Context: an optimization exercise on an open-source flow, tuned for small area. The choices shown serve that exercise and are no tape-out recipe. In this exercise RTL edits were held to simulation tests only and were not proved equivalent to the original.

==> flow/design.v (outline; a module is shown in full before it is edited, if it fits) <==
// module raster_core: 1650 lines
// module rc_fa: 4 lines
// module rc_ha: 4 lines
module raster_core #(
  parameter int XW = 7,
  parameter int YW = 6,
  parameter int CW = 6,
  parameter int DW = 3
) (
  input  logic            clk,
  input  logic            rst_n,
  input  logic            frame_start_in,
  input  logic            px_valid_in,
  input  logic [XW-1:0]   px_x_in,
  input  logic [YW-1:0]   px_y_in,
  input  logic [CW-1:0]   bg_color_in,
  input  logic [2*CW-1:0] poly_color_in,
  input  logic [2*XW-1:0] v0_x_in,
  input  logic [2*XW-1:0] v1_x_in,
  input  logic [2*XW-1:0] v2_x_in,
  input  logic [2*YW-1:0] v0_y_in,
  input  logic [2*YW-1:0] v1_y_in,
  input  logic [2*YW-1:0] v2_y_in,
  input  logic [2*DW-1:0] poly_depth_in,
  input  logic            en_screen_in,
  input  logic [1:0]      poly_enable_in,
  output logic [CW-1:0]   color_out,
  output logic            color_valid_out
);
  // ...
==> flow/flow/run.sh <==
#!/bin/bash
# Standard layout, with these changes:
#  - synthesis places the design's rc_fa / rc_ha adder cells directly as library
#    full / half adders (flow/premap.tcl, run right after the design is read);
#  - synthesis keeps yosys's default Brent-Kung carry chains (SYNTH_OPERATIONS_ARGS
#    set, so the Kogge-Stone map is not added);
#  - every port still gets its buffer, a buf_1;
#  - clock tree options below.
set -euo pipefail
bash standard.sh SYNTH_CANONICALIZE_TCL="$PWD/flow/premap.tcl" \
  SYNTH_OPERATIONS_ARGS=-noshare \
  BUFFER_PORTS_ARGS="-buffer_cell sky130_fd_sc_hd__buf_1" \
  CTS_ARGS="-sink_clustering_enable -repair_clock_nets -buf_list sky130_fd_sc_hd__clkbuf_2 sky130_fd_sc_hd__clkbuf_4 sky130_fd_sc_hd__clkbuf_8 -dont_use_dummy_load" finish > standard.log 2>&1
==> flow/flow/fa_map.v <==
// Map the design's adder cells straight onto the library's adder cells.
module rc_fa (input a, b, c, output s, co);
  sky130_fd_sc_hd__fa_1 _TECHMAP_REPLACE_ (.A(a), .B(b), .CIN(c), .SUM(s), .COUT(co));
endmodule

module rc_ha (input a, b, output s, co);
  sky130_fd_sc_hd__ha_1 _TECHMAP_REPLACE_ (.A(a), .B(b), .SUM(s), .COUT(co));
endmodule
==> flow/flow/premap.tcl <==
# Run after the design is read: place the design's rc_fa / rc_ha adder cells
# as library full / half adders, so the rest of synthesis keeps them as they are.
techmap -map [file join [file dirname [info script]] fa_map.v] t:rc_fa t:rc_ha
==> flow/standard.sh <==
#!/bin/bash
# synth_recipe.tcl (not shown) runs the flow's synth.tcl, then flattens the netlist and writes it again
# the make line also repeats each setting of config.mk as NAME=value (left out here)
make -C /OpenROAD-flow-scripts/flow DESIGN_CONFIG=/design/flow/config.mk WORK_HOME=/design/flow/orfs CLKGATE_MAP_FILE= SYNTH_SCRIPT=/design/flow/synth_recipe.tcl "${@:-finish}"
==> flow/config.mk <==
export PLATFORM = sky130hd
export DESIGN_NAME = raster_core
export DESIGN_NICKNAME = raster_core
export VERILOG_FILES = /design/flow/design.v
export SDC_FILE = /design/flow/constraint.sdc
export NUM_CORES = 4
export LEC_CHECK = 0
export CAP_MARGIN = 20
export CORE_MARGIN = 2
export CORE_UTILIZATION = 60
export PLACE_DENSITY = 0.75
export SLEW_MARGIN = 20
==> flow/constraint.sdc <==
create_clock -name core_clock -period 8.0 [get_ports {clk}]
set_input_delay 1.6000 -clock core_clock [delete_from_list [all_inputs] [get_ports {clk}]]
set_output_delay 1.6000 -clock core_clock [all_outputs]
set_load 0.01 [all_outputs]
==> impl_metrics.ini, run 1 <==
[run_status]
outcome = stopped before the end
haltStage = clock tree synthesis
tool.error = [ERROR STA-0564] clock_tree_synthesis positional arguments not supported.

[die]
num_rows = 66
initial_core_util = 0.6044
die_w_um = 184.4

[place]
dpl.cell_count = 2102
port_buffers = 128
postPlaceCellArea_um2 = 20680
pre_cts_ws_ps = 441.1
post-dp-hpwl_mm = 38.04
gp_congestion = 0.9352

[synthesis]
yosysTopAreaCellShare = 0.5108
synth-compound-area-share = 0.01308
synth_commonest_cells = fa_1 (498), nand2_1 (280), and2_1 (224)
synth.avg_cell_area_um2 = 12.76
ys_types = 35
yosysWarnings = 1
yosys.area_share.simple = 0.1372
netlist_top_cells_area = fa_1 (51%), edfxtp_1 (16%), and2_1 (7.2%), dfxtp_1 (6.8%), nand2_1 (5.4%)
synthAdderAreaFrac = 0.5519
synth.most_common_cell = fa_1
synth_edf_count = 107
ys.flop_type = edfxtp_1
synthMuxAreaShare = 0.01725
async_flop_share = 0.03889
synthCells = 1530
synth-seq-cells = 180
synth_area_leader_cell = fa_1
ys_seq_area_frac = 0.2413
synth_xor_area_frac = 0.009424
synth_top_family_by_area = adder cells
==> run 2: changes to the inputs <==
--- a/flow/flow/run.sh
+++ b/flow/flow/run.sh
@@ -10,4 +10,4 @@
 bash standard.sh SYNTH_CANONICALIZE_TCL="$PWD/flow/premap.tcl" \
   SYNTH_OPERATIONS_ARGS=-noshare \
   BUFFER_PORTS_ARGS="-buffer_cell sky130_fd_sc_hd__buf_1" \
-  CTS_ARGS="-sink_clustering_enable -repair_clock_nets -buf_list sky130_fd_sc_hd__clkbuf_2 sky130_fd_sc_hd__clkbuf_4 sky130_fd_sc_hd__clkbuf_8 -dont_use_dummy_load" finish > standard.log 2>&1
+  CTS_ARGS="-sink_clustering_enable -repair_clock_nets -buf_list sky130_fd_sc_hd__clkbuf_8 -dont_use_dummy_load" finish > standard.log 2>&1
==> run 2 against run 1 <==
Compared with the run above: the run now finishes clean; synthesized area is the same; synthesized cell count is the same.
==> impl_metrics.ini, run 2 <==
[run_status]
outcome = finished clean

[routing]
routed_wl_mm = 44.66
maxUsedRoutingLayer = met4
route.detailed.drc = 0
wl_met1_mm = 18.29
first_pass_iters = 5
dr_wl_met3_mm = 3.905
postRouteAntennaNets = 0
vias_per_cell = 5.523
post_drt_wl_per_cell_um = 21.06
route.vias.total = 11709
drt_iter0_markers = 893
met2_length_mm = 21.05

[global_route]
grt_max_degree = 52
antenna_found_initial = 1
grt_pass1_vias = 13412
grt_usage = 0.2890
grt_overflow_total = 0
grt_pass1_wl_mm = 72.36

[final_layout]
top_regs = t0_a_q (14), t1_a_q (14), pcol_q (12)
mostFrequentLayoutCells = fa_1 (498), nand2_1 (280), and2_1 (224)
final_cells = 2120
synthToLayoutAreaGrowth_pct = 7.174
drive_gt1_frac = 0.04830
layout.nets = 2363
final_common_cell = fa_1
num-fill-cells = 2462

[sta]
report.final.slew_viol_count = 0
final_hold_viol_count = 0
worst_slew_pin_slew_ps = 737.3
setup_viol = 0
timing.fmax_mhz = 132.1
fin_crit_sh = 0.9464
relSlewSlack = 0.5078
setup_tns_ps = 0
finClkSkew_ps = 44.24
fin_crit_ps = 7571
rsz0062_at_grt = false

[synthesis]
async_flop_share = 0.03889
ys_types = 35
synth.avg_cell_area_um2 = 12.76
syn_area_um2 = 19520
synth_edf_count = 107
synth-seq-cells = 180
ys.flop_type = edfxtp_1
synth.most_common_cell = fa_1
synth_area_leader_cell = fa_1
netlist_top_cells_area = fa_1 (51%), edfxtp_1 (16%), and2_1 (7.2%), dfxtp_1 (6.8%), nand2_1 (5.4%)
yosysTopAreaCellShare = 0.5108
ys_seq_area_frac = 0.2413
synthCells = 1530
yosysWarnings = 1
synth_commonest_cells = fa_1 (498), nand2_1 (280), and2_1 (224)

[cts]
cts_buffers = 17
postCtsSetupBuffers = 0
cts-resized-gates = 0
cts.path.max_buffers = 2
cts.sinks = 180
hold_buffers = 0
h-tree-depth = 4
clk-insertion-delay-late_ps = 480
cts_root_buf = clkbuf_8
clk_pin_slew_ps = 90
cts_tree = built

[job]
cap_violations = 0

[place]
post-dp-hpwl_mm = 38.04
dpl.cell_count = 2102
gp_congestion = 0.9352
port_buffers = 128

[worst_setup_path]
path_max_fanout = 10
critPathKind = flip-flop to flip-flop
start_kind = flip-flop
worst_ep_arrival_time_ps = 7950
critPathCaptureType = flip-flop
cp.required_ps = 8380

[die]
fp.dieArea_um2 = 33980
die_w_um = 184.4
initial_core_util = 0.6044
num_io_pins = 129
coreArea_um2 = 32290
fp.dieH_um = 184.4
num_rows = 66

[hold_path]
hp-class = flip-flop to flip-flop
-- run 2: cell counts after synthesis --
No cell type changed its count.
-- run 2: final cells by class --
| cell class | count | area (um^2) | share of cell area |
|---|---|---|---|
| well taps | 442 | 553.0 | 0.02644 |
| inverters | 101 | 379.1 | 0.01813 |
| flip-flops and latches | 180 | 4710 | 0.2252 |
| clock buffers | 17 | 234.0 | 0.01119 |
| multi-input cells | 1219 | 14310 | 0.6843 |
| diodes | 1 | 2.502 | 0.0001196 |
| repair buffers | 160 | 724.4 | 0.03464 |
-- run 2: worst max-delay path, cell delays in order, from the launching register on --
cell     delay [ps]
dfxtp_1         670
buf_4           250
and2_1          150
fa_1            450
fa_1            540
fa_1            440
fa_1            440
fa_1            460
fa_1            490
ha_1            220
fa_1            390
a31o_2          280
a21o_1          170
a21o_1          180
fa_1            370
xnor2_1         140
xnor2_1         440
fa_1            520
ha_1            300
xor2_1          170
xnor2_1         200
mux2i_1         220
-- run 2: kinds of logic after synthesis --
kind of cell	synth area share
muxes	0.01725
and+or+nand+nor	0.1372
adders and majority gates	0.5519
DFF	0.2413
other	0.0001921
buffers and inverters	0.02968
xor gates and xnor gates	0.009424
AOI/OAI and AO/OA	0.01308
-- run 2: per-stage QoR --
step	instance area (um^2)	hold WS (ps)	util	setup slack, ps
final	20920	340.3	0.6478	428.6
after global routing	20910	357.5	0.6477	163.1
after CTS	20910	343.1	0.6477	416.4
after detailed placement	20680	317.5	0.6405	441.1
after global placement	20680	316.8	0.6405	558.9
after floorplan	19600	309.6	-	600.5
-- run 2: final timing paths --
check / startpoint / endpoint / slack (ps) / depth (start not counted)
hold reg to reg: s1_blank / s2_blank / 340 / 0
max in group asynchronous: rst_n / pen_q[1] / 6510 / 1
setup / recovery: t0_w[4] / hit_q[0] / 430 / 21
min in group asynchronous: rst_n / s2_valid / 1090 / 1
hold / removal: s1_blank / s2_blank / 340 / 0
setup reg to reg: t0_w[4] / hit_q[0] / 430 / 21
-- run 2: layer usage --
| metal | global-route usage | vias up |
|---|---|---|
| li1 | - | 4969 |
| met4 | 0.09920 | 0 |
| met1 | 0.4058 | 6100 |
| met3 | 0.06441 | 71 |
| met5 | 0 | - |
| met2 | 0.4534 | 569 |

re-timing with driven ports:
The results above use ideal ports. As a check the final layout listed here was re-extracted and re-timed, cells and wires unchanged. Step 1 (the two cells are an assumption about what drives the block):
set clk [get_ports {clk}]
set_driving_cell -lib_cell sky130_fd_sc_hd__clkbuf_16 $clk
set_driving_cell -lib_cell sky130_fd_sc_hd__buf_2 [delete_from_list [all_inputs] $clk]
Step 2 also shifts input and output timing later by t, the mid clock arrival at the registers, as if the neighbouring blocks saw the same clock. a / b / c = no drivers / after step 1 / after step 2; a / b = the first two.
run: run 2
shift t [ns]: 0.504
setup slack, ns: 0.429 / 0.429 / 0.429
hold WS [ns]: 0.340 / 0.340 / 0.340
clock arrival spread, ns: 0.049 / 0.049
worst register clock-pin slew, ns: 0.12 / 0.12
After both steps setup and hold are still met in run 2. The setup slack of run 2 moves by 0.000 ns with the drivers and by 0.000 ns with both steps.
